Context: an optimization exercise on an open-source flow, tuned for a short achievable clock period and few clock cycles. The choices shown serve that exercise and are no tape-out recipe.
Only simulation tests tie the RTL to the original design; equivalence was not proved.
Power is estimated from default activity; no workload was simulated.

`design.v`:
```
package rv_isa_pkg;
	localparam int xlen = 32;
	localparam int alu_func_w = 5;
	localparam logic [alu_func_w-1:0] alu_add  = 5'h00;
	localparam logic [alu_func_w-1:0] alu_sub  = 5'h01;
	localparam logic [alu_func_w-1:0] alu_and  = 5'h02;
	localparam logic [alu_func_w-1:0] alu_or   = 5'h03;
	localparam logic [alu_func_w-1:0] alu_xor  = 5'h04;
	localparam logic [alu_func_w-1:0] alu_sll  = 5'h05;
	localparam logic [alu_func_w-1:0] alu_srl  = 5'h06;
	localparam logic [alu_func_w-1:0] alu_sra  = 5'h07;
	localparam logic [alu_func_w-1:0] alu_slt  = 5'h08;
	localparam logic [alu_func_w-1:0] alu_sltu = 5'h09;
	localparam logic [alu_func_w-1:0] alu_div  = 5'h0a;
	localparam logic [alu_func_w-1:0] alu_rem  = 5'h0b;
	localparam logic [alu_func_w-1:0] alu_divu = 5'h0c;
	localparam logic [alu_func_w-1:0] alu_remu = 5'h0d;
endpackage
package ex_pkg;
	localparam int tag_w = 4;
	localparam logic [31:0] result_rst = '0;
	localparam logic st_idle = 1'b0;
	localparam logic st_pend = 1'b1;
endpackage
`timescale 1ns/1ps
import rv_isa_pkg::*;
module int_alu (
	input  logic [rv_isa_pkg::alu_func_w-1:0] func,
	input  logic [rv_isa_pkg::xlen-1:0]       opa,
	input  logic [rv_isa_pkg::xlen-1:0]       opb,
	output logic [rv_isa_pkg::xlen-1:0]       result
);
	logic [4:0] shamt;
	logic       lt_signed;
	logic       lt_unsigned;
	assign shamt       = opb[4:0];
	assign lt_signed   = $signed(opa) < $signed(opb);
	assign lt_unsigned = opa < opb;
	always_comb begin
		case (func)
			alu_add: begin
				result = opa + opb;
			end
			alu_sub: begin
				result = opa - opb;
			end
			alu_and: begin
				result = opa & opb;
			end
			alu_or: begin
				result = opa | opb;
			end
			alu_xor: begin
				result = opa ^ opb;
			end
			alu_sll: begin
				result = opa << shamt;
			end
			alu_srl: begin
				result = opa >> shamt;
			end
			alu_sra: begin
				result = $signed(opa) >>> shamt;
			end
			alu_slt: begin
				result = {{(xlen-1){1'b0}}, lt_signed};
			end
			alu_sltu: begin
				result = {{(xlen-1){1'b0}}, lt_unsigned};
			end
			default: begin
				result = '0;
			end
		endcase
	end
endmodule
`timescale 1ns/1ps
import rv_isa_pkg::*;
module divider (
	input  logic                              clk,
	input  logic                              rst,
	input  logic [rv_isa_pkg::xlen-1:0]       opa,
	input  logic [rv_isa_pkg::xlen-1:0]       opb,
	input  logic [rv_isa_pkg::alu_func_w-1:0] func,
	output logic [rv_isa_pkg::xlen-1:0]       quotient,
	output logic [rv_isa_pkg::xlen-1:0]       remainder,
	output logic                              busy,
	output logic                              div_sel
);
	logic            signed_op;
	logic [xlen-1:0] n_mag;
	logic [xlen-1:0] d_mag;
	logic [xlen-1:0] n_prev;
	logic [xlen-1:0] d_prev;
	logic            new_input;
	logic [4:0]      n_msb;
	logic [4:0]      d_msb;
	logic [xlen-1:0] q_mag;
	logic [xlen-1:0] r_mag;
	logic [xlen-1:0] sub;
	logic [5:0]      cnt;
	logic            done;
	logic            ec_flag;
	logic [xlen-1:0] q_ec;
	logic [xlen-1:0] r_ec;
	logic            q_neg;
	logic            r_neg;
	assign signed_op = (func == alu_div) || (func == alu_rem);
	assign div_sel   = signed_op || (func == alu_divu) || (func == alu_remu);
	assign n_mag = (signed_op && opa[xlen-1]) ? -opa : opa;
	assign d_mag = (signed_op && opb[xlen-1]) ? -opb : opb;
	assign new_input = (n_mag != n_prev) || (d_mag != d_prev);
	always_comb begin
		n_msb = '0;
		d_msb = '0;
		for (int i = 0; i < xlen; i++) begin
			if (n_mag[i]) begin
				n_msb = 5'(i);
			end
			if (d_mag[i]) begin
				d_msb = 5'(i);
			end
		end
	end
	always_comb begin
		if (opb == '0) begin
			q_ec    = '1;
			r_ec    = opa;
			ec_flag = 1'b1;
		end else if (signed_op && (opa == {1'b1, {(xlen-1){1'b0}}}) && (opb == '1)) begin
			q_ec    = opa;
			r_ec    = '0;
			ec_flag = 1'b1;
		end else begin
			q_ec    = '0;
			r_ec    = '0;
			ec_flag = 1'b0;
		end
	end
	assign done = (cnt == '0) && !new_input;
	always_ff @(posedge clk) begin
		if (rst) begin
			n_prev <= '0;
			d_prev <= '0;
			cnt    <= '0;
		end else if (new_input) begin
			n_prev <= n_mag;
			d_prev <= d_mag;
			if (n_msb >= d_msb) begin
				cnt <= {1'b0, n_msb} - {1'b0, d_msb} + 6'd1;
			end else begin
				cnt <= '0;
			end
		end else if (!done) begin
			cnt <= cnt - 6'd1;
		end
	end
	always_ff @(posedge clk) begin
		if (new_input) begin
			q_mag <= '0;
			r_mag <= n_mag;
			sub   <= d_mag << (n_msb - d_msb);
		end else if (!done) begin
			sub <= sub >> 1;
			if (r_mag >= sub) begin
				r_mag <= r_mag - sub;
				q_mag <= {q_mag[xlen-2:0], 1'b1};
			end else begin
				q_mag <= {q_mag[xlen-2:0], 1'b0};
			end
		end
	end
	assign q_neg = signed_op && (opa[xlen-1] ^ opb[xlen-1]);
	assign r_neg = signed_op && opa[xlen-1];
	assign quotient  = ec_flag ? q_ec : (q_neg ? -q_mag : q_mag);
	assign remainder = ec_flag ? r_ec : (r_neg ? -r_mag : r_mag);
	assign busy = ec_flag ? 1'b0 : (!done && div_sel);
endmodule
`timescale 1ns/1ps
import rv_isa_pkg::*;
import ex_pkg::*;
module ex_issue_ctrl (
	input  logic                              clk,
	input  logic                              rst,
	input  logic                              issue_valid,
	input  logic [rv_isa_pkg::alu_func_w-1:0] issue_func,
	input  logic [rv_isa_pkg::xlen-1:0]       issue_opa,
	input  logic [rv_isa_pkg::xlen-1:0]       issue_opb,
	input  logic [ex_pkg::tag_w-1:0]          issue_tag,
	input  logic [rv_isa_pkg::xlen-1:0]       alu_result,
	input  logic [rv_isa_pkg::xlen-1:0]       quotient,
	input  logic [rv_isa_pkg::xlen-1:0]       remainder,
	input  logic                              div_sel,
	input  logic                              div_busy,
	output logic [rv_isa_pkg::alu_func_w-1:0] op_func,
	output logic [rv_isa_pkg::xlen-1:0]       op_a,
	output logic [rv_isa_pkg::xlen-1:0]       op_b,
	output logic                              ex_busy,
	output logic                              result_valid,
	output logic [rv_isa_pkg::xlen-1:0]       result_data,
	output logic [ex_pkg::tag_w-1:0]          result_tag
);
	logic             state;
	logic [tag_w-1:0] op_tag;
	logic             op_done;
	logic [xlen-1:0]  op_result;
	assign ex_busy = (state == st_pend);
	assign op_done = (state == st_pend) && !(div_sel && div_busy);
	assign op_result = div_sel ? (op_func[0] ? remainder : quotient) : alu_result;
	always_ff @(posedge clk) begin
		if (rst) begin
			state        <= st_idle;
			op_func      <= '0;
			op_a         <= '0;
			op_b         <= '0;
			result_valid <= 1'b0;
			result_data  <= result_rst;
		end else begin
			result_valid <= 1'b0;
			case (state)
				st_idle: begin
					if (issue_valid) begin
						op_func <= issue_func;
						op_a    <= issue_opa;
						op_b    <= issue_opb;
						state   <= st_pend;
					end
				end
				st_pend: begin
					if (op_done) begin
						result_valid <= 1'b1;
						result_data  <= op_result;
						state        <= st_idle;
					end
				end
				default: begin
					state <= st_idle;
				end
			endcase
		end
	end
	always_ff @(posedge clk) begin
		if ((state == st_idle) && issue_valid) begin
			op_tag <= issue_tag;
		end
		if (op_done) begin
			result_tag <= op_tag;
		end
	end
endmodule
`timescale 1ns/1ps
import rv_isa_pkg::*;
module int_ex_unit (
	input  logic                              clk,
	input  logic                              rst,
	input  logic                              issue_valid,
	input  logic [rv_isa_pkg::alu_func_w-1:0] issue_func,
	input  logic [rv_isa_pkg::xlen-1:0]       issue_opa,
	input  logic [rv_isa_pkg::xlen-1:0]       issue_opb,
	input  logic [ex_pkg::tag_w-1:0]          issue_tag,
	output logic                              ex_busy,
	output logic                              result_valid,
	output logic [rv_isa_pkg::xlen-1:0]       result_data,
	output logic [ex_pkg::tag_w-1:0]          result_tag
);
	logic [alu_func_w-1:0] op_func;
	logic [xlen-1:0]       op_a;
	logic [xlen-1:0]       op_b;
	logic [xlen-1:0]       alu_result;
	logic [xlen-1:0]       quotient;
	logic [xlen-1:0]       remainder;
	logic                  div_busy;
	logic                  div_sel;
	ex_issue_ctrl ctrl_i (
		.clk          (clk),
		.rst          (rst),
		.issue_valid  (issue_valid),
		.issue_func   (issue_func),
		.issue_opa    (issue_opa),
		.issue_opb    (issue_opb),
		.issue_tag    (issue_tag),
		.alu_result   (alu_result),
		.quotient     (quotient),
		.remainder    (remainder),
		.div_sel      (div_sel),
		.div_busy     (div_busy),
		.op_func      (op_func),
		.op_a         (op_a),
		.op_b         (op_b),
		.ex_busy      (ex_busy),
		.result_valid (result_valid),
		.result_data  (result_data),
		.result_tag   (result_tag)
	);
	int_alu alu_i (
		.func   (op_func),
		.opa    (op_a),
		.opb    (op_b),
		.result (alu_result)
	);
	divider div_i (
		.clk       (clk),
		.rst       (rst),
		.opa       (op_a),
		.opb       (op_b),
		.func      (op_func),
		.quotient  (quotient),
		.remainder (remainder),
		.busy      (div_busy),
		.div_sel   (div_sel)
	);
endmodule
```
`run.sh`:
```
#!/bin/bash
# synth_recipe.tcl (not shown) runs the flow's synth.tcl, then flattens the netlist and writes it again
# the make line also repeats each setting of config.mk as NAME=value (left out here)
make -C /OpenROAD-flow-scripts/flow DESIGN_CONFIG=/design/flow/config.mk WORK_HOME=/design/flow/orfs CLKGATE_MAP_FILE= SYNTH_SCRIPT=/design/flow/synth_recipe.tcl finish
```
`config.mk`:
```
export PLATFORM = sky130hd
export DESIGN_NAME = int_ex_unit
export DESIGN_NICKNAME = int_ex_unit
export VERILOG_FILES = /design/flow/design.v
export SDC_FILE = /design/flow/constraint.sdc
export NUM_CORES = 4
export LEC_CHECK = 0
export CAP_MARGIN = 20
export CORE_MARGIN = 2
export CORE_UTILIZATION = 40
export SLEW_MARGIN = 20
```
`constraint.sdc`:
```
create_clock -name core_clock -period 8.0 [get_ports {clk}]
set_input_delay 1.6000 -clock core_clock [delete_from_list [all_inputs] [get_ports {clk}]]
set_output_delay 1.6000 -clock core_clock [all_outputs]
set_load 0.01 [all_outputs]
```
==> run_results.csv <==
group,metric,value,unit
run_status,outcome,"timing/DRC/antenna clean",
sta,tns,0,ps
synth,synthesis.area,28600,um^2
drt,drt-vias-per-instance,6.66,
clocking,cts.htree.levels,2,
synth,synth_top_area_share,14.4,%
floorplan,core-area,71100,um^2
clocking,numCtsBuffers,36,
placement,hpwl,105,mm
floorplan,placementRows,98,
synth,synthFlopType,"dfxtp_1",
synth,synthDistinctLibCells,106,
sta,tightest_slew,1280,ps
clocking,hold_buffers,0,
sta,slew_viol_final,0,
cells_and_area,drive_above_1_share,9.63,%
synth,synth_nets,3961,
critical_path,critPathCaptureType,"register",
pwr,power_density,229,nW/um^2
synth,synth-edff-count,72,
pwr,p_comb_share,51.0,%
synth,syn_area_per_cell,7.66,um^2
drt,wire_per_inst,30.1,um
drt,drcViolationCount,0,
synth,synth_area_leader_cell,"dfxtp_1",
floorplan,chipHeight,271,um
critical_path,crit_path_start_kind,"register",
global_routing,grt_usage,36.7,%
global_routing,grt_pass1_vias,28700,
floorplan,ios,114,
cells_and_area,fill_cells,7282,
synth,ys_seq_area_share,21.9,%
sta,fmax,143,MHz
global_routing,globalRouteOverflowTotal,0,
global_routing,grt_pass1_wl,201,mm
clocking,clkSlewWorstSetupHoldPaths,60,ps
drt,wl_met3,18.0,mm
pwr,ir_drop,0.258,mV
global_routing,grt_max_degree,74,
drt,ant_nets,0,
drt,met2_length,57.6,mm
min_path,min_path_cells,0,
synth,yosys.cell_count.top_type,"nand2_1",
drt,maxUsedRoutingLayer,"met5",
pwr,p_switching,3.31,mW
global_routing,antenna_found_initial,3,
pwr,leakagePower,11.9,nW
drt,vias,31100,
pwr,total_power,7.28,mW
pwr,sequentialPowerShare,24.6,%
synth,async_flop_share,0,%
cells_and_area,areaGrowthSynthToFinish,11.4,%
sta,hold_violations,0,
flow_run,drv_cap,0,
sta,finalSetupViolations,0,
critical_path,crit_path_max_fanout,15,
critical_path,r2r_cells,19,
clocking,clk_path_buf_depth,3,
synth,syn_inst,3732,
pwr,clkPwrFrac,24.4,%
sta,slew_headroom,12.3,%
sta,period_needed,6990,ps
drt,first_pass_iters,10,
clocking,clockRootBuffer,"clkbuf_16",
floorplan,die_area,73600,um^2
critical_path,crit_type,"reg2reg",
floorplan,dieWidth,271,um
pwr,p_sw_share,45.4,%
clocking,clock_sinks,277,
clocking,post_cts_buffers,0,
placement,gp_congestion,1.09,
clocking,insertion_delay,620,ps
min_path,min_path_type,"reg2reg",
cells_and_area,post-route-util,44.8,%
sta,finalCritPeriodShare,87.4,%
cells_and_area,regArea,6280,um^2
cells_and_area,nets,3919,
critical_path,critPathArrivalTime,7340,ps
drt,drt-met1-wl,53.6,mm
clocking,cts_resized,0,
placement,numPortBuffers,113,
synth,ys_ff_latch,277,
floorplan,initial_core_util,40.2,%
synth,yosysWarningCount,3,
drt,initialDrtViolationCount,4537,
sta,rsz0062_at_grt,"false",
synth,synthTopCellsByArea,"dfxtp_1 (14%), edfxtp_1 (7.6%), ha_1 (6.4%), mux4_2 (6.0%), nand2_1 (5.9%)",
critical_path,critPathRequiredTime,8350,ps
drt,routed_wl,140,mm
clocking,cts_tree,"yes",
pwr,internal_power,3.97,mW
sta,fin_worst_skew,38.1,ps
synth,synthTopCellsByCount,"nand2_1 (447), nor2_1 (354), a21oi_1 (313)",
cells_and_area,multi_input_area,20500,um^2
-- sequential cells by signal, indices dropped and copies added, names as in the netlist --
name	count
div_i.d_prev	32
ctrl_i.op_tag	4
ctrl_i.op_b	32
ctrl_i.op_func	5
div_i.sub	32
ctrl_i.result_data	32
ctrl_i.result_valid	1
div_i.cnt	6
div_i.r_mag	32
div_i.n_prev	32
ctrl_i.op_a	32
div_i.q_mag	32
ctrl_i.result_tag	4
ctrl_i.state	1
-- per-layer routing --
metal / vias to the layer above / track usage (%)
met2: 2183 / 53.9
li1: 13600 / -
met3: 566 / 11.8
met1: 14800 / 46.5
met4: 4 / 23.0
met5: - / 0
-- kinds of logic (layout without fill, tap and decap cells) --
kind of cell | after synthesis | after routing | share of synthesized area (%)
simple gates | 1295 | 1295 | 21.7
compound gates | 1115 | 1115 | 25.7
mux | 169 | 169 | 9.32
flops | 277 | 277 | 21.9
other cells | 0 | 1 | 0
fa+ha+maj | 153 | 153 | 6.86
buf+inv | 481 | 466 | 6.77
xor+xnor | 242 | 242 | 7.80
-- through the flow --
stage          hold slack, ps  instances  instance area, um^2  worst slack [ps]
3_3_place_gp              401       4602                30600              1290
6_report                  420       4668                31800              1010
4_1_cts                   422       4667                31800              1120
5_1_grt                   424       4667                31800               651
2_1_floorplan             400       3732                28600              1490
3_5_place_dp              408       4602                30600              1140
-- worst paths after layout --
path	start	endpoint	slack (ps)
setup / recovery	ctrl_i.op_func[3]	div_i.sub[19]	1010
hold / removal	ctrl_i.op_tag[2]	ctrl_i.result_tag[2]	420
setup reg to reg	ctrl_i.op_func[3]	div_i.sub[19]	1010
hold reg to reg	ctrl_i.op_tag[2]	ctrl_i.result_tag[2]	420
-- power groups by stage --
stage | sequential, mW | clock, mW | combinational [mW]
after floorplan | 1.72 | 0 | 2.51
after CTS | 1.78 | 1.78 | 3.61
after global routing | 1.79 | 1.84 | 3.98
after global placement | 1.81 | 0 | 3.60
final | 1.79 | 1.77 | 3.71
after detailed placement | 1.81 | 0 | 3.59
-- critical path, stage by stage (launching register included) --
cell	delay [ps]
dfxtp_1	610
or4bb_1	830
nor2_1	850
o21ai_0	500
xnor2_1	420
o211ai_1	170
o41ai_1	370
o22a_1	250
ha_1	180
inv_1	60
ha_1	280
buf_4	210
inv_1	380
buf_4	290
mux4_2	550
mux2i_1	200
nor2_1	60
a31oi_1	140
o21ai_0	90
mux2_2	260
-- layout by cell type, fill, tap and decap left out, types with 16 or more instances in the layout --
cell	n
o22ai_1	25
a221o_1	24
nor3_1	107
nand3_1	73
o21a_1	19
o2111ai_1	16
nand2b_1	28
ha_1	147
mux2_2	17
a22oi_1	23
mux4_2	76
xor2_1	64
dfxtp_1	199
a21oi_1	313
a21o_1	33
edfxtp_1	72
mux2i_1	76
and3_1	18
or3_1	38
nor4_1	43
xnor2_1	168
a211oi_1	54
a21boi_1	29
o211ai_1	21
inv_1	166
o31ai_1	44
clkdlybuf4s50_1	112
a31oi_1	60
nor2b_1	18
a221oi_1	31
o21ai_0	244
or4_1	18
buf_4	116
nand4_1	53
and2_1	16
clkbuf_16	39
nor2_1	354
nand2_1	447
-- area by class of cell --
cell class	instances	area share [%]
Timing Repair Buffer	229	6.29
Inverter	172	2.03
Clock inverter	20	0.814
Multi-Input combinational cell	2974	64.3
Tap cell	950	3.73
Antenna cell	1	0.00786
Sequential cell	277	19.7
Clock buffer	45	3.14
Testbench counts, summed over its fixed seeds: cycles 24,006.

==> static timing again, ports no longer ideal <==
Ports are ideal in the flow. The routed layout listed here was re-timed in OpenROAD. Step 1: set_driving_cell puts a clkbuf_16 on clk and a buf_2 on each other input, an assumption about the parent block. Step 2, shift: input delay + t, output delay - t, t = (earliest + latest rising clock arrival at the registers) / 2. This alone moves slack from input paths to output paths. Slacks: ideal ports / drivers / drivers and shift; pairs: ideal ports / drivers.
t (ns): 0.669
setup slack, ns: 1.010 / 1.010 / 1.010
worst setup path after step 2: register to register
After both steps this run still meets setup and hold. For this run, drivers alone change the setup slack by 0.000 ns; drivers and shift together by 0.000 ns.
